Background: an optimization exercise with open tools, aiming at small area. Do not read the settings as production practice. Function was checked by simulation only, so behaviour that the tests miss may differ from the original. Power figures rest on the tool's default switching activity, not on a simulated workload.

<file path="flow/config.mk">
export PLATFORM = sky130hd
export DESIGN_NAME = mem_cache_top
export DESIGN_NICKNAME = mem_cache_top
export VERILOG_FILES = /design/flow/design.v
export SDC_FILE = /design/flow/constraint.sdc
export NUM_CORES = 4
export LEC_CHECK = 0
export CAP_MARGIN = 20
export CORE_MARGIN = 2
export CORE_UTILIZATION = 40
export SLEW_MARGIN = 20
</file>
<file path="flow/constraint.sdc">
create_clock -name core_clock -period 6.0 [get_ports {ui_clk}]
set_input_delay 1.2000 -clock core_clock [delete_from_list [all_inputs] [get_ports {ui_clk}]]
set_output_delay 1.2000 -clock core_clock [all_outputs]
set_load 0.01 [all_outputs]
</file>
<file path="flow/design.v">
`timescale 1ns/1ps
`default_nettype none
module mem_cache_top (
    input  wire               ui_clk,
    input  wire               rst_n,
    input  wire               init_calib_complete,
    input  wire               cs,
    input  wire  [31:0]       host_addr,
    input  wire               host_lo,
    input  wire               host_hi,
    input  wire               host_we,
    input  wire  [15:0]       host_wdata,
    output logic [15:0]       rdata,
    output logic              busy,
    output logic              ready,
    output logic [27:0]       app_addr,
    output logic [2:0]        app_cmd,
    output logic              app_en,
    output logic [127:0]      app_wdf_data,
    output logic              app_wdf_wren,
    input  wire               app_rdy,
    input  wire               app_wdf_rdy,
    input  wire  [127:0]      app_rd_data,
    input  wire               app_rd_data_valid
);
    localparam logic [3:0] ST_START = 4'd0,    
                           ST_IDLE  = 4'd1,    
                           ST_CHK   = 4'd2,    
                           ST_VICT  = 4'd3,    
                           ST_WB    = 4'd4,    
                           ST_RDCMD = 4'd5,    
                           ST_RDWT  = 4'd6,    
                           ST_FILL  = 4'd7,    
                           ST_FIN   = 4'd8,    
                           ST_RDY   = 4'd9;    
    logic [3:0]   state;
    logic [5:0]   t;             
    logic [1:0]   ptr;           
    logic [1:0]   pc;            
    logic         lane;          
    logic         found;
    logic         cmd_pend;
    logic         dat_pend;
    logic [28:0]  r_addr;
    logic         r_lo, r_hi, r_we;
    logic [15:0]  r_wd;
    logic [127:0] s0, s1, s2, s3;
    logic [24:0]  g0, g1, g2, g3;
    logic [3:0]   v;             
    logic [3:0]   d;             
    logic [127:0] c;             
    logic [24:0]  vt;            
    logic [28:0]  la;
    logic [24:0]  line;
    logic [3:0]   off;
    logic         want;
    logic         match;
    logic         at_byte;       
    logic         vp0;           
    logic         fill;
    logic         wr_now;
    logic         take;
    logic [7:0]   wbyte;
    assign la    = r_addr + {28'd0, lane};
    assign line  = la[28:4];
    assign off   = la[3:0];
    assign want  = lane ? r_hi : r_lo;
    assign match = v[0] && (g0 == line);
    assign at_byte = match && (t[5:2] == off);
    assign vp0   = (t[1:0] == ptr) && (t[5:2] == 4'd0);
    assign fill  = (state == ST_FILL) && vp0;
    assign take  = (state == ST_IDLE) && cs;
    assign wr_now = (state == ST_FIN) && want && at_byte && r_we;
    assign wbyte = lane ? r_wd[15:8] : r_wd[7:0];
    assign busy         = (state != ST_IDLE);
    assign ready        = (state == ST_RDY);
    assign app_en       = ((state == ST_WB) && cmd_pend) || (state == ST_RDCMD);
    assign app_cmd      = {2'b00, state == ST_RDCMD};
    assign app_addr     = {(state == ST_RDCMD) ? line : vt, 3'b000};
    assign app_wdf_wren = (state == ST_WB) && dat_pend;
    assign app_wdf_data = c;
    always_ff @(posedge ui_clk) begin
        s1 <= fill ? c : {s0[127:8], wr_now ? wbyte : s0[7:0]};
        s2 <= s1;
        s3 <= s2;
        s0 <= {s3[7:0], s3[127:8]};
        g1 <= fill ? line : g0;
        g2 <= g1;
        g3 <= g2;
        g0 <= g3;
        d[1] <= fill ? 1'b0 : (d[0] | wr_now);
        d[2] <= d[1];
        d[3] <= d[2];
        d[0] <= d[3];
        if (!rst_n) v <= 4'd0;
        else        v <= {v[2:0], v[3]} | {2'b00, fill, 1'b0};
    end
    always_ff @(posedge ui_clk) begin
        if (!rst_n) begin
            state <= ST_START;
            t     <= 6'd0;
            ptr   <= 2'd0;
        end else begin
            t <= t + 6'd1;
            case (state)
                ST_START: if (init_calib_complete) state <= ST_IDLE;
                ST_IDLE: if (cs) begin
                    state <= ST_CHK;
                    lane  <= 1'b0;
                    pc    <= 2'd0;
                    found <= 1'b0;
                end
                ST_CHK: begin
                    pc    <= pc + 2'd1;
                    found <= found | match;
                    if (!want || pc == 2'd3) begin
                        pc    <= 2'd0;
                        found <= 1'b0;
                        if (want && !found && !match) state <= ST_VICT;
                        else if (lane) begin
                            lane  <= 1'b0;
                            state <= ST_FIN;
                        end else lane <= 1'b1;
                    end
                end
                ST_VICT: if (vp0) begin
                    if (v[0] && d[0]) begin
                        cmd_pend <= 1'b1;
                        dat_pend <= 1'b1;
                        state    <= ST_WB;
                    end else state <= ST_RDCMD;
                end
                ST_WB: begin
                    if (app_rdy) cmd_pend <= 1'b0;
                    if (app_wdf_rdy) dat_pend <= 1'b0;
                    if ((!cmd_pend || app_rdy) && (!dat_pend || app_wdf_rdy)) state <= ST_RDCMD;
                end
                ST_RDCMD: if (app_rdy) state <= ST_RDWT;
                ST_RDWT: if (app_rd_data_valid) state <= ST_FILL;
                ST_FILL: if (vp0) begin
                    ptr   <= ptr + 2'd1;
                    lane  <= 1'b0;
                    pc    <= 2'd0;
                    found <= 1'b0;
                    state <= ST_CHK;
                end
                ST_FIN: if (!want || at_byte) begin
                    lane <= 1'b1;
                    if (lane) state <= ST_RDY;
                end
                ST_RDY: state <= ST_IDLE;
                default: state <= ST_START;
            endcase
        end
    end
    always_ff @(posedge ui_clk) begin
        if (take) begin
            r_addr <= host_addr[28:0];
            r_lo   <= host_lo;
            r_hi   <= host_hi;
            r_we   <= host_we;
            r_wd   <= host_wdata;
            rdata  <= 16'h0000;
        end
        if ((state == ST_FIN) && want && at_byte) begin
            if (lane) rdata[15:8] <= s0[7:0];
            else      rdata[7:0]  <= s0[7:0];
        end
        if ((state == ST_VICT) && vp0) begin
            c  <= s0;
            vt <= g0;
        end
        if ((state == ST_RDWT) && app_rd_data_valid) c <= app_rd_data;
    end
endmodule
`default_nettype wire
</file>
<file path="flow/run.sh">
#!/bin/bash
# synth_recipe.tcl (not shown) runs the flow's synth.tcl, then flattens the netlist and writes it again
# the make line also repeats each setting of config.mk as NAME=value (left out here)
make -C /OpenROAD-flow-scripts/flow DESIGN_CONFIG=/design/flow/config.mk WORK_HOME=/design/flow/orfs CLKGATE_MAP_FILE= SYNTH_SCRIPT=/design/flow/synth_recipe.tcl finish
</file>
==> flow_summary_export.csv, run 1 <==
group,metric,value,unit
run_status,status,"timing/DRC/antenna clean",
logic_synthesis,synth_edf_count,207,
pwr,cellPowerDensity,365,nW/um^2
floorplanning,die-area,65500,sq um
pwr,ir_drop,245,uV
clock_network,ctsResizeCount,0,
pwr,p_sw_frac,0.219,
logic_synthesis,yosys.area_share.xor_xnor,0.0223,
pwr,leakagePower,0.0127,uW
critical_path,arrival,3650,ps
sta,finalSetupViolCount,0,
pwr,intPower,9330,uW
floorplanning,row_count,92,
drt,num_vias,13900,
critical_path,crit_fanout,14,
logic_synthesis,synth_compound_area_frac,0.0314,
logic_synthesis,netlist_instances,1675,
floorplanning,fp.dieW,256,microns
floorplanning,start_util,0.404,
floorplanning,dieHeight,256,microns
clock_network,numCtsBuffers,87,
flow_run,max_cap_violations,0,
clock_network,htree_levels,3,
sta,slew_headroom,0.368,
logic_synthesis,synth_top_family_by_area,"multiplexers",
floorplanning,ioPinCount,365,
pwr,pwr-share-clk,0.445,
logic_synthesis,synth-seq-cells,855,
logic_synthesis,synthMuxAreaShare,0.121,
cells_and_area,syn_to_final_growth,29.2,%
grt,antenna_found_initial,17,
cells_and_area,final_util,0.522,
sta,clock_skew,46.0,ps
pwr,switchingPower,2620,uW
drt,drc,0,
placement,place_area,29900,sq um
grt,grt_pass1_vias,14300,
logic_synthesis,synth_ff_type,"dfxtp_1",
drt,post_drt_wl_per_cell,18.9,microns
logic_synthesis,syn_area,25400,sq um
clock_network,cts_buffer_depth,3,
floorplanning,core-area,62900,sq um
cells_and_area,drive_gt1_frac,0.192,
drt,viasPerCell,4.64,
clock_network,cts_hold_buf,0,
logic_synthesis,ys_async_sr_fraction,0,
critical_path,r2r_start,"lane$_DFFE_PP_",
critical_path,path_class,"reg2out",
worst_hold_path,hold_start,"s3[4]$_DFF_P_",
drt,wl_met1,22900,microns
clock_network,insertion_delay,650,ps
clock_network,cts_tree,"yes",
sta,rsz0062_at_grt,"false",
sta,totalNegativeSetupSlack,0,ps
clock_network,clock-sinks,855,
clock_network,cts_setup_buffers,0,
cells_and_area,fin_nets,2257,
grt,grt_pass1_wl,85900,microns
sta,fmax,0.206,GHz
sta,timing.hold.ws,295,ps
placement,portBuffers,356,
placement,dp_hpwl,37800,microns
critical_path,worst_setup_path_end_kind,"output port",
placement,place.gp.congestion,0.854,
drt,wl_met3,4990,microns
logic_synthesis,synthSimpleGateAreaFrac,0.0518,
sta,period_minus_slack,4850,ps
grt,grtUsageTotal,0.172,
sta,final_max_slew_viol_count,0,
pwr,p_seq_frac,0.509,
drt,dr.pass1.iters,5,
drt,wl_met2,26800,microns
sta,period_share,0.809,
grt,grt_max_degree,129,
worst_hold_path,hp-class,"reg2reg",
clock_network,cts-root-buf,"clkbuf_16",
logic_synthesis,yosys_warnings,1,
sta,finalHoldViolations,0,
sta,worstMarginPinSlew,948,ps
drt,postRouteAntennaNets,0,
pwr,p_comb_frac,0.046,
clock_network,path_clk_slew,60,ps
drt,top_layer_used,"met5",
logic_synthesis,synth.avg_cell_area,15.1,sq um
drt,drt-initial-drc-count,705,
logic_synthesis,synth-adder-area-share,0.00197,
cells_and_area,fin_area,32800,sq um
grt,overflow,0,
logic_synthesis,ys_types,64,
critical_path,crit_required,4800,ps
logic_synthesis,yosysSeqAreaShare,0.756,
critical_path,setup.worst_path.start,"lane$_DFFE_PP_",
critical_path,start_kind,"flip-flop",
drt,drt_wl_total,56700,microns
-- final timing paths --
path	end	slack, ps	cells past startpoint
max	app_addr[22]	1150	7
min	s0[124]$_DFF_P_	300	0
max reg2reg	rdata[7]$_DFF_P_	1300	10
min reg2reg	s0[124]$_DFF_P_	300	0
-- cell usage in the layout, fill, tap and decap left out, drive strengths merged, types with 7 or more instances in the layout --
master           n
mux2i           28
xnor2           36
xor2            21
a31o             8
buf             10
clkinv          15
a21oi           73
nand2           54
clkdlybuf4s50  356
nor3            15
clkbuf         140
nor4            13
nand3           18
nand2b           9
and3             7
nand4           14
and2             8
inv             30
nor2            89
dfxtp          648
o21ai           19
mux2           248
edfxtp         207
-- metal layers --
layer | up-vias | GRT usage
met3 | 126 | 0.0726
met4 | 24 | 0.0684
li1 | 6651 | -
met2 | 405 | 0.280
met1 | 6667 | 0.202
met5 | - | 0
-- flip-flops by register name, summed over array words and instances, names as in the netlist, 29 cells and up --
signal / count
c: 128
s3: 128
s1: 128
s0: 128
s2: 128
r_addr: 29
-- cells in the mapped netlist (2+ instances only) --
| cell | instances | share of area |
|---|---|---|
| dfxtp_1 | 648 | 0.51 |
| mux2_2 | 248 | 0.11 |
| edfxtp_1 | 207 | 0.24 |
| nor2_1 | 89 | 0.013 |
| a21oi_1 | 73 | 0.014 |
| nand2_1 | 53 | 0.0078 |
| clkbuf_1 | 49 | 0.0072 |
| xnor2_1 | 36 | 0.012 |
| mux2i_1 | 28 | 0.011 |
| inv_1 | 23 | 0.0034 |
| xor2_1 | 21 | 0.0072 |
| nand3_1 | 18 | 0.0036 |
| nor3_1 | 14 | 0.0028 |
| nand4_1 | 11 | 0.0027 |
| o21ai_0 | 11 | 0.0022 |
| nand2b_1 | 9 | 0.0022 |
| nor4_1 | 9 | 0.0022 |
| and2_1 | 8 | 0.0020 |
| buf_2 | 8 | 0.0016 |
| o21ai_1 | 8 | 0.0016 |
| a31o_2 | 7 | 0.0024 |
| and3_1 | 7 | 0.0017 |
| and4_1 | 6 | 0.0021 |
| buf_4 | 6 | 0.0018 |
| nor2b_1 | 6 | 0.0015 |
| a31oi_1 | 5 | 0.0012 |
| or4_1 | 5 | 0.0015 |
| ha_1 | 4 | 0.0020 |
| a21o_1 | 3 | 0.00089 |
| buf_1 | 3 | 0.00044 |
| o2111ai_1 | 3 | 0.0010 |
| o211ai_1 | 3 | 0.00089 |
| o22ai_1 | 3 | 0.00074 |
| or3_1 | 3 | 0.00074 |
| xnor3_1 | 3 | 0.0027 |
| a311oi_1 | 2 | 0.00069 |
| a32oi_1 | 2 | 0.00069 |
| nand3b_1 | 2 | 0.00059 |
| nand4_2 | 2 | 0.00099 |
| nor4_2 | 2 | 0.00099 |
| nor4_4 | 2 | 0.0017 |
| o31ai_1 | 2 | 0.00059 |
| or2_2 | 2 | 0.00049 |
-- worst max-delay path: stages, from the launching register on --
cell and delay (ps):
edfxtp_1 360, ha_1 230, nand4_1 570, nor3_1 600, and3_1 290, xnor2_1 100, a21oi_1 300, clkdlybuf4s50_1 600
-- kinds of logic (layout without fill, tap and decap cells) --
family                   count (synthesis)  after routing
AND/OR/NAND/NOR                        254            254
buffers and inverters                   91            554
other                                    1             10
AO/OA/AOI/OAI                          134            134
XOR/XNOR                                60             60
multiplexers                           276            276
adder cells (fa/ha/maj)                  4              4
flip-flops                             855            855
-- power by group through the flow --
stage / combinational (uW) / clock, uW / sequential [uW]
3_5_place_dp: 553 / 0 / 6210
4_1_cts: 557 / 5470 / 6080
5_1_grt: 596 / 5710 / 6090
2_1_floorplan: 313 / 0 / 6170
6_report: 554 / 5310 / 6080
3_3_place_gp: 545 / 0 / 6200
-- final cells by class --
type	count	area, sq um
timing repair buffer	366	3680
tap	846	1060
antenna	5	12.5
fill	5305	30100
inverter	24	92.6
multi-input combinational	733	5850
clock inverter	24	324
clock buffer	140	2580
sequential	855	19200
-- per-stage QoR --
step	total power (uW)	cells	setup WS, ps
6_report	12000	2993	1150
5_1_grt	12400	2992	798
4_1_cts	12100	2988	1130
3_5_place_dp	6760	2824	1280
3_3_place_gp	6750	2824	1310
2_1_floorplan	6480	1679	1420
==> inputs of run 2 (changes only) <==
--- a/flow/design.v
+++ b/flow/design.v
@@ -49,7 +49,11 @@
     logic [3:0]   v;             
     logic [3:0]   d;             
     logic [127:0] c;             
-    logic [24:0]  vt;            
+    logic [24:0]  ar;            
+    logic         ld_rd;         
+    logic         ld_v;          
+    logic         ld_ar_v;       
+    logic         ld_ar_l;       
     logic [28:0]  la;
     logic [24:0]  line;
     logic [3:0]   off;
@@ -76,7 +80,7 @@
     assign ready        = (state == ST_RDY);
     assign app_en       = ((state == ST_WB) && cmd_pend) || (state == ST_RDCMD);
     assign app_cmd      = {2'b00, state == ST_RDCMD};
-    assign app_addr     = {(state == ST_RDCMD) ? line : vt, 3'b000};
+    assign app_addr     = {ar, 3'b000};
     assign app_wdf_wren = (state == ST_WB) && dat_pend;
     assign app_wdf_data = c;
     always_ff @(posedge ui_clk) begin
@@ -166,11 +170,16 @@
             if (lane) rdata[15:8] <= s0[7:0];
             else      rdata[7:0]  <= s0[7:0];
         end
-        if ((state == ST_VICT) && vp0) begin
-            c  <= s0;
-            vt <= g0;
-        end
-        if ((state == ST_RDWT) && app_rd_data_valid) c <= app_rd_data;
+    end
+    assign ld_rd   = (state == ST_RDWT) && app_rd_data_valid;
+    assign ld_v    = (state == ST_VICT) && vp0;
+    assign ld_ar_v = ld_v && v[0] && d[0];
+    assign ld_ar_l = (state == ST_CHK) || ((state == ST_WB) && (!cmd_pend || app_rdy));
+    always_ff @(posedge ui_clk) begin
+        c  <= ({128{ld_rd}} & app_rd_data) | ({128{ld_v}} & s0)
+            | ({128{!ld_rd && !ld_v}} & c);
+        ar <= ({25{ld_ar_v}} & g0) | ({25{ld_ar_l}} & line)
+            | ({25{!ld_ar_v && !ld_ar_l}} & ar);
     end
 endmodule
 `default_nettype wire
==> flow/flow/run.sh (new file) <==
#!/bin/bash
# Standard ORFS layout with two changes: the port buffers use the smallest
# buffer cell, and CTS builds its tree from clkbuf_4 with larger sink
# clusters and without dummy loads.  Each tool's output goes to its own log.
set -euo pipefail
cd "$(dirname "$0")/.."
export BUFFER_PORTS_ARGS="-buffer_cell sky130_fd_sc_hd__buf_1"
export CTS_ARGS="-sink_clustering_enable -repair_clock_nets -dont_use_dummy_load -buf_list sky130_fd_sc_hd__clkbuf_4 -sink_clustering_size 10 -sink_clustering_max_diameter 40"
bash standard.sh > standard_flow.log 2>&1
==> flow/standard.sh (new file) <==
#!/bin/bash
# synth_recipe.tcl (not shown) runs the flow's synth.tcl, then flattens the netlist and writes it again
# the make line also repeats each setting of config.mk as NAME=value (left out here)
make -C /OpenROAD-flow-scripts/flow DESIGN_CONFIG=/design/flow/config.mk WORK_HOME=/design/flow/orfs CLKGATE_MAP_FILE= SYNTH_SCRIPT=/design/flow/synth_recipe.tcl "${@:-finish}"
removed: flow/run.sh
==> run 2 against run 1 <==
Register-to-register slack worse by 80 ps. Highest routed layer unchanged. Routed wire length increased by 0.91%. Clock-buffer cell count is 28 lower. Critical path type is now reg2reg.
==> flow_summary_export.csv, run 2 <==
group,metric,value,unit
run_status,status,"timing/DRC/antenna clean",
cells_and_area,final_cell_mix,"dfxtp_1 (801), buf_1 (356), nand2_1 (311)",
clock_network,cts-root-buf,"clkbuf_4",
logic_synthesis,yosys_warnings,1,
pwr,intPower,7880,uW
drt,num_vias,15200,
placement,portBuffers,356,
grt,grt_pass1_wl,87200,microns
sta,finalSetupViolCount,0,
drt,post_drt_wl_per_cell,18.3,microns
pwr,cellPowerDensity,408,nW/um^2
grt,overflow,0,
logic_synthesis,yosysTopAreaCell,"dfxtp_1",
pwr,p_seq_frac,0.616,
critical_path,start_kind,"flip-flop",
critical_path,crit_fanout,8,
pwr,p_comb_frac,0.157,
logic_synthesis,synth_ff_type,"dfxtp_1",
logic_synthesis,yosysMostFrequentCell,"dfxtp_1",
drt,drt-initial-drc-count,941,
sta,rsz0062_at_grt,"false",
grt,grt_max_degree,152,
drt,viasPerCell,4.87,
pwr,switchingPower,3350,uW
logic_synthesis,ys_types,59,
floorplanning,die-area,63300,sq um
drt,postRouteAntennaNets,0,
floorplanning,dieHeight,252,microns
logic_synthesis,syn_area,24500,sq um
drt,dr.pass1.iters,5,
logic_synthesis,yosysTopAreaCellShare,0.653,
sta,finalHoldViolations,0,
grt,antenna_found_initial,10,
sta,period_share,0.796,
pwr,pwr-share-clk,0.228,
critical_path,crit_required,6720,ps
sta,fmax,0.209,GHz
cells_and_area,drive_gt1_frac,0.114,
logic_synthesis,yosysSeqAreaShare,0.720,
clock_network,htree_levels,3,
floorplanning,ioPinCount,365,
floorplanning,row_count,90,
drt,drc,0,
clock_network,cts_tree,"yes",
sta,slew_headroom,0.317,
pwr,p_sw_frac,0.298,
drt,drt_wl_total,57200,microns
grt,grtUsageTotal,0.178,
clock_network,clock-sinks,855,
sta,final_max_slew_viol_count,0,
clock_network,path_clk_slew,100,ps
logic_synthesis,netlist_instances,1950,
sta,totalNegativeSetupSlack,0,ps
logic_synthesis,synth_edf_count,54,
cells_and_area,mostFrequentLayoutCell,"dfxtp_1",
clock_network,cts_buffer_depth,3,
sta,clock_skew,135,ps
cells_and_area,syn_to_final_growth,12.1,%
critical_path,path_class,"reg2reg",
logic_synthesis,synth_common_cells,"dfxtp_1 (801), nand2_1 (311), a22oi_1 (142)",
logic_synthesis,synth-seq-cells,855,
floorplanning,start_util,0.406,
clock_network,ctsResizeCount,0,
clock_network,cts_hold_buf,0,
floorplanning,fp.dieW,252,microns
pwr,leakagePower,0.0109,uW
critical_path,arrival,5490,ps
sta,worstMarginPinSlew,1020,ps
pwr,ir_drop,218,uV
clock_network,cts_setup_buffers,0,
clock_network,numCtsBuffers,112,
logic_synthesis,synth.avg_cell_area,12.6,sq um
critical_path,crit_path_frequent_cell,"ha_1",
cells_and_area,fin_nets,2534,
critical_path,worst_setup_path_end_kind,"flip-flop",
placement,place.gp.congestion,0.858,
clock_network,insertion_delay,890,ps
critical_path,cp_cell_sequence,"ha_1 > ha_1 > inv_1 > or3_4 > nor4_4 > o211ai_1 > or4_1 > or4b_1 > nor3b_2 > and3_1 > and2b_1 > mux2i_1",
logic_synthesis,synthTopCellsByArea,"dfxtp_1 (65%), edfxtp_1 (6.6%), mux2_2 (5.9%)",
sta,period_minus_slack,4780,ps
critical_path,cpPeakStageDelay,610,ps
cells_and_area,fin_area,27500,sq um
logic_synthesis,ys_async_sr_fraction,0,
grt,grt_pass1_vias,15200,
critical_path,crit_slowest_cell,"or4b_1",
placement,dp_hpwl,38100,microns
flow_run,max_cap_violations,0,
floorplanning,core-area,60500,sq um
placement,place_area,26700,sq um
worst_hold_path,hp-class,"reg2reg",
-- run 2: cell types whose count changed in the layout (fill, tap and decap cells not counted), sizes merged, moves of 28 or more --
cell	change
clkbuf	-28
a22oi	+142
nand2	+258
buf	+358
dfxtp	+153
a21oi	-30
edfxtp	-153
mux2	-119
clkdlybuf4s50	-356
-- run 2: power by group through the flow --
stage / Clock, uW / Sequential, uW / Combinational [uW]
finish: 2560 / 6910 / 1760
global route: 2920 / 7000 / 1960
CTS: 2690 / 6910 / 1790
detailed placement: 0 / 7040 / 1780
global placement: 0 / 6990 / 1760
floorplan: 0 / 7140 / 776
-- run 2: path summary, 6_finish.rpt --
check / startpoint / endpoint / slack [ps] / depth (start not counted)
worst min-delay path: g2[24]$_DFF_P_ / g3[24]$_DFF_P_ / 280 / 0
worst max-delay path: lane$_DFFE_PP_ / rdata[5]$_DFF_P_ / 1220 / 12
worst max register to register: lane$_DFFE_PP_ / rdata[5]$_DFF_P_ / 1220 / 12
worst min register to register: g2[24]$_DFF_P_ / g3[24]$_DFF_P_ / 280 / 0
-- run 2: per-stage QoR --
step | utilization | setup WS (ps) | hold slack [ps] | instances | power (uW)
6_report | 0.455 | 1220 | 276 | 3131 | 11200
5_1_grt | 0.455 | 876 | 275 | 3128 | 11900
4_1_cts | 0.455 | 1210 | 279 | 3124 | 11400
2_1_floorplan | - | 1990 | 310 | 1954 | 7920
3_5_place_dp | 0.441 | 1320 | 312 | 3012 | 8820
3_3_place_gp | 0.441 | 1390 | 310 | 3012 | 8750
-- run 2: cells by family (layout without fill, tap and decap cells) --
kind of cell | Yosys count | in the layout | share of synthesized area
xor gates and xnor gates | 57 | 57 | 0.0237
and+or+nand+nor | 510 | 510 | 0.0936
other | 1 | 12 | 0.000153
adders and majority gates | 4 | 4 | 0.00204
buffers and inverters | 111 | 499 | 0.0182
AOI/OAI and AO/OA | 257 | 257 | 0.0730
DFF | 855 | 855 | 0.720
muxes | 155 | 155 | 0.0698
-- run 2: area by class of cell --
cell class                 count  area, sq um
multi-input combinational    988         6480
sequential                   855        17700
tap                          782          978
antenna                        7         17.5
inverter                      19         72.6
timing repair buffer         368         1460
clock buffer                 112          841
fill                        5621        33000
-- run 2: per-layer routing --
layer	part of all wire	up-vias	global-route usage
met3	0.071	123	0.0550
met2	0.47	454	0.287
met5	0.0017	-	0
met4	0.027	14	0.0634
li1	-	7428	-
met1	0.43	7221	0.226
-- run 2: worst max-delay path, delay by kind of cell (launching register included) --
kind / cells / cell delay (ps)
and+or+nand+nor: 7 / 3150
buffers and inverters: 1 / 160
AOI/OAI and AO/OA: 1 / 150
adders and majority gates: 2 / 600
muxes: 1 / 230
DFF: 1 / 370
==> inputs of run 3 (changes only) <==
--- a/flow/design.v
+++ b/flow/design.v
@@ -32,7 +32,9 @@
                            ST_RDWT  = 4'd6,    
                            ST_FILL  = 4'd7,    
                            ST_FIN   = 4'd8,    
-                           ST_RDY   = 4'd9;    
+                           ST_RDY   = 4'd9,    
+                           ST_LDV   = 4'd10,   
+                           ST_FILL2 = 4'd11;   
     logic [3:0]   state;
     logic [5:0]   t;             
     logic [1:0]   ptr;           
@@ -43,7 +45,7 @@
     logic         dat_pend;
     logic [28:0]  r_addr;
     logic         r_lo, r_hi, r_we;
-    logic [15:0]  r_wd;
+    logic [15:0]  r_dat;         
     logic [127:0] s0, s1, s2, s3;
     logic [24:0]  g0, g1, g2, g3;
     logic [3:0]   v;             
@@ -60,8 +62,11 @@
     logic         want;
     logic         match;
     logic         at_byte;       
+    logic         vap;           
     logic         vp0;           
-    logic         fill;
+    logic         fill;          
+    logic         fillw;         
+    logic         cshift;        
     logic         wr_now;
     logic         take;
     logic [7:0]   wbyte;
@@ -71,11 +76,15 @@
     assign want  = lane ? r_hi : r_lo;
     assign match = v[0] && (g0 == line);
     assign at_byte = match && (t[5:2] == off);
-    assign vp0   = (t[1:0] == ptr) && (t[5:2] == 4'd0);
+    assign vap   = (t[1:0] == ptr);
+    assign vp0   = vap && (t[5:2] == 4'd0);
     assign fill  = (state == ST_FILL) && vp0;
+    assign fillw = fill || ((state == ST_FILL2) && vap && !vp0);
+    assign cshift = fillw || ((state == ST_VICT) && vp0) || ((state == ST_LDV) && vap && !vp0);
     assign take  = (state == ST_IDLE) && cs;
     assign wr_now = (state == ST_FIN) && want && at_byte && r_we;
-    assign wbyte = lane ? r_wd[15:8] : r_wd[7:0];
+    assign wbyte = lane ? r_dat[15:8] : r_dat[7:0];
+    assign rdata        = r_dat;
     assign busy         = (state != ST_IDLE);
     assign ready        = (state == ST_RDY);
     assign app_en       = ((state == ST_WB) && cmd_pend) || (state == ST_RDCMD);
@@ -84,7 +93,7 @@
     assign app_wdf_wren = (state == ST_WB) && dat_pend;
     assign app_wdf_data = c;
     always_ff @(posedge ui_clk) begin
-        s1 <= fill ? c : {s0[127:8], wr_now ? wbyte : s0[7:0]};
+        s1 <= {s0[127:8], fillw ? c[7:0] : wr_now ? wbyte : s0[7:0]};
         s2 <= s1;
         s3 <= s2;
         s0 <= {s3[7:0], s3[127:8]};
@@ -127,12 +136,11 @@
                         end else lane <= 1'b1;
                     end
                 end
-                ST_VICT: if (vp0) begin
-                    if (v[0] && d[0]) begin
-                        cmd_pend <= 1'b1;
-                        dat_pend <= 1'b1;
-                        state    <= ST_WB;
-                    end else state <= ST_RDCMD;
+                ST_VICT: if (vp0) state <= (v[0] && d[0]) ? ST_LDV : ST_RDCMD;
+                ST_LDV: if (vp0) begin
+                    cmd_pend <= 1'b1;
+                    dat_pend <= 1'b1;
+                    state    <= ST_WB;
                 end
                 ST_WB: begin
                     if (app_rdy) cmd_pend <= 1'b0;
@@ -141,7 +149,8 @@
                 end
                 ST_RDCMD: if (app_rdy) state <= ST_RDWT;
                 ST_RDWT: if (app_rd_data_valid) state <= ST_FILL;
-                ST_FILL: if (vp0) begin
+                ST_FILL: if (vp0) state <= ST_FILL2;
+                ST_FILL2: if (vp0) begin
                     ptr   <= ptr + 2'd1;
                     lane  <= 1'b0;
                     pc    <= 2'd0;
@@ -163,20 +172,19 @@
             r_lo   <= host_lo;
             r_hi   <= host_hi;
             r_we   <= host_we;
-            r_wd   <= host_wdata;
-            rdata  <= 16'h0000;
+            r_dat  <= host_wdata;
         end
-        if ((state == ST_FIN) && want && at_byte) begin
-            if (lane) rdata[15:8] <= s0[7:0];
-            else      rdata[7:0]  <= s0[7:0];
+        if ((state == ST_FIN) && (!want || at_byte)) begin
+            if (lane) r_dat[15:8] <= want ? s0[7:0] : 8'h00;
+            else      r_dat[7:0]  <= want ? s0[7:0] : 8'h00;
         end
     end
     assign ld_rd   = (state == ST_RDWT) && app_rd_data_valid;
-    assign ld_v    = (state == ST_VICT) && vp0;
-    assign ld_ar_v = ld_v && v[0] && d[0];
+    assign ld_v    = cshift;
+    assign ld_ar_v = (state == ST_VICT) && vp0 && v[0] && d[0];
     assign ld_ar_l = (state == ST_CHK) || ((state == ST_WB) && (!cmd_pend || app_rdy));
     always_ff @(posedge ui_clk) begin
-        c  <= ({128{ld_rd}} & app_rd_data) | ({128{ld_v}} & s0)
+        c  <= ({128{ld_rd}} & app_rd_data) | ({128{ld_v}} & {s0[7:0], c[127:8]})
             | ({128{!ld_rd && !ld_v}} & c);
         ar <= ({25{ld_ar_v}} & g0) | ({25{ld_ar_l}} & line)
             | ({25{!ld_ar_v && !ld_ar_l}} & ar);
==> run 3 against run 2 <==
Sequential power rose by 2%. First-iteration DRC count fell by 32%. Clock skew shrank 6.1 ps. Synthesized area down 6.5%. Largest cell class unchanged. Fmax rose by 1.7%. Sequential cell count decreased by 16. Critical path depth unchanged. Still clean on timing, DRC and antenna. Critical endpoint is now s1[2]$_DFF_P_. Non-clock buffer count is 1 higher. Register-to-register slack improved by 80 ps. Clock-buffer cell count fell by 4. Combinational power is 12% higher.
==> flow_summary_export.csv, run 3 <==
group,metric,value,unit
run_status,status,"timing/DRC/antenna clean",
drt,viasPerCell,4.83,
logic_synthesis,synthTopCellsByArea,"dfxtp_1 (70%), edfxtp_1 (5.0%), nand2_1 (4.9%)",
clock_network,cts-root-buf,"clkbuf_4",
pwr,leakagePower,0.0101,uW
critical_path,crit_required,6670,ps
critical_path,setup.worst_path.start,"lane$_DFFE_PP_",
clock_network,numCtsBuffers,108,
sta,timing.hold.ws,261,ps
logic_synthesis,yosysMostFrequentCell,"dfxtp_1",
floorplanning,core-area,56600,sq um
sta,final_max_slew_viol_count,0,
clock_network,cts_tree,"yes",
placement,place.gp.congestion,0.936,
logic_synthesis,syn_area,23000,sq um
pwr,ir_drop,253,uV
grt,grt_pass1_wl,80300,microns
logic_synthesis,yosysSeqAreaShare,0.748,
cells_and_area,final_util,0.457,
grt,grt_max_degree,93,
cells_and_area,multiInputGateArea,5420,sq um
logic_synthesis,ys_types,79,
cells_and_area,nFillCells,5273,
worst_hold_path,hold_start,"s3[120]$_DFF_P_",
critical_path,worst_setup_path_end_kind,"flip-flop",
grt,gr-usage-met1,0.220,
cells_and_area,syn_to_final_growth,12.6,%
critical_path,crit_fanout,16,
grt,grtUsageTotal,0.174,
sta,worstMarginPinSlew,1120,ps
critical_path,start_kind,"flip-flop",
sta,period_share,0.783,
logic_synthesis,synth_edf_count,38,
cells_and_area,drive_gt1_frac,0.0721,
logic_synthesis,synth.avg_cell_area,12.6,sq um
logic_synthesis,yosys_warnings,1,
grt,grt_pass1_vias,14200,
critical_path,arrival,5370,ps
pwr,cellPowerDensity,444,nW/um^2
worst_hold_path,hp-class,"reg2reg",
grt,overflow,0,
clock_network,clock-sinks,839,
floorplanning,die-area,59300,sq um
drt,postRouteAntennaNets,0,
cells_and_area,stdcell_count,2977,
drt,drt_wl_total,52000,microns
sta,slew_headroom,0.253,
clock_network,insertion_delay,860,ps
clock_network,ctsResizeCount,0,
floorplanning,row_count,87,
drt,drt-initial-drc-count,640,
logic_synthesis,synth_ff_type,"dfxtp_1",
sta,rsz0062_at_grt,"false",
clock_network,cts_setup_buffers,0,
sta,clock_skew,129,ps
grt,use_met3,0.0482,
grt,antenna_found_initial,2,
critical_path,r2r_start,"lane$_DFFE_PP_",
placement,dp_hpwl,35600,microns
clock_network,cts_buffer_depth,3,
critical_path,r2r_slack,1300,ps
drt,post_drt_wl_per_cell,17.5,microns
clock_network,htree_levels,3,
floorplanning,dieHeight,244,microns
clock_network,cts_hold_buf,0,
logic_synthesis,yosysTopAreaCellShare,0.699,
clock_network,path_clk_slew,100,ps
floorplanning,fp.dieW,244,microns
critical_path,path_class,"reg2reg",
drt,drc,0,
drt,num_vias,14400,
placement,portBuffers,356,
placement,placed_cells,2868,
floorplanning,ioPinCount,365,
grt,busiest_layer,"met2",
sta,period_minus_slack,4700,ps
sta,fmax,0.213,GHz
grt,gr-usage-met2,0.275,
logic_synthesis,synth-seq-cells,839,
floorplanning,start_util,0.406,
sta,totalNegativeSetupSlack,0,ps
flow_run,max_cap_violations,0,
cells_and_area,mostFrequentLayoutCell,"dfxtp_1",
logic_synthesis,ys_async_sr_fraction,0,
sta,finalHoldViolations,0,
cells_and_area,fin_nets,2412,
cells_and_area,regArea,17200,sq um
pwr,p_total,11500,uW
logic_synthesis,yosysTopAreaCell,"dfxtp_1",
cells_and_area,final_cell_mix,"dfxtp_1 (801), buf_1 (356), nand2_1 (299)",
logic_synthesis,netlist_instances,1824,
sta,finalSetupViolCount,0,
logic_synthesis,synth_common_cells,"dfxtp_1 (801), nand2_1 (299), a22oi_1 (145)",
drt,dr.pass1.iters,7,
## run 3: cell count changes after synthesis, moves of 6 or more
cell       previous run  this run
xor2_1               15        21
nand4_1               9        15
and2_1               16        10
nor2_1               64        71
edfxtp_1             54        38
buf_2                 3        10
o2bb2ai_1             1        16
clkbuf_1             80        61
nand2_1             311       299
mux2_2              129         9
nor2b_1              14         6
## run 3: per-layer routing
metal | wire, microns | vias up
met1 | 22700 | 6756
met5 | 0 | -
met3 | 3650 | 125
met2 | 23500 | 517
li1 | - | 6978
met4 | 2090 | 0
## run 3: cell families after synthesis
group,after synthesis,synth area share
multiplexers,35,0.0158
buffers and inverters,99,0.0181
AND/OR/NAND/NOR,491,0.0976
AO/OA/AOI/OAI,292,0.0920
XOR/XNOR,63,0.0259
other,1,0.000163
adder cells (fa/ha/maj),4,0.00218
flip-flops,839,0.748
## run 3: final timing paths
path                      to  cells past startpoint
max            s1[2]$_DFF_P_                     12
min          s0[112]$_DFF_P_                      0
max reg2reg    s1[2]$_DFF_P_                     12
min reg2reg  s0[112]$_DFF_P_                      0
## run 3: report_power, final
part / internal (uW) / leakage (uW) / total (uW) / switching (uW)
Combinational: 742 / 0.00279 / 1980 / 1240
Sequential: 6320 / 0.00684 / 7040 / 712
Clock: 822 / 0.000497 / 2450 / 1630
Total: 7890 / 0.0101 / 11500 / 3580
## run 3: worst max-delay path, cell delays in order, from the launching register on
cell and delay (ps):
edfxtp_1 360, ha_1 230, ha_1 260, nand3_2 210, nor3_4 610, nand3_1 250, xor2_1 310, o221ai_1 230
a2111oi_4 490, nor4b_4 510, nand4_1 630, mux2i_1 390, o21ai_0 100
## run 3: metrics by stage
stage	setup slack, ps	area [sq um]
2_1_floorplan	2510	23000
3_3_place_gp	1460	25000
3_5_place_dp	1190	25000
4_1_cts	1270	25800
5_1_grt	772	25800
6_report	1300	25800
## run 3: final cells by class
class,count,share of cell area
Clock buffer,108,0.0314
Tap cell,756,0.0366
Timing Repair Buffer,369,0.0555
Antenna cell,1,0.0000968
Sequential cell,839,0.665
Multi-Input combinational cell,890,0.210
Inverter,14,0.00203

[afterwards: timing with drivers on the ports]
In the flow no input, the clock included, has a driving cell. The finished layouts below were timed again as built, in two steps.
Step 1: set_driving_cell puts a clkbuf_16 on ui_clk and a buf_2 on each other input, an assumption about the parent block.
Step 2 also shifts input and output timing later by t, the mid clock arrival at the registers, as if the neighbouring blocks saw the same clock.
a / b / c = ideal ports / drivers / drivers and shift; a / b = the first two.
run	t, ns	slack for setup (ns)	hold WS [ns]	worst slew at a driven data input, ns
run 1	0.687	1.147 / 1.087 / 1.296	0.295 / 0.295 / 0.295	0.12
run 2	0.877	1.222 / 1.222 / 1.222	0.276 / 0.276 / 0.276	0.08
run 3	0.851	1.303 / 1.303 / 1.303	0.261 / 0.261 / 0.261	0.07
After both steps every run listed still meets setup and hold.
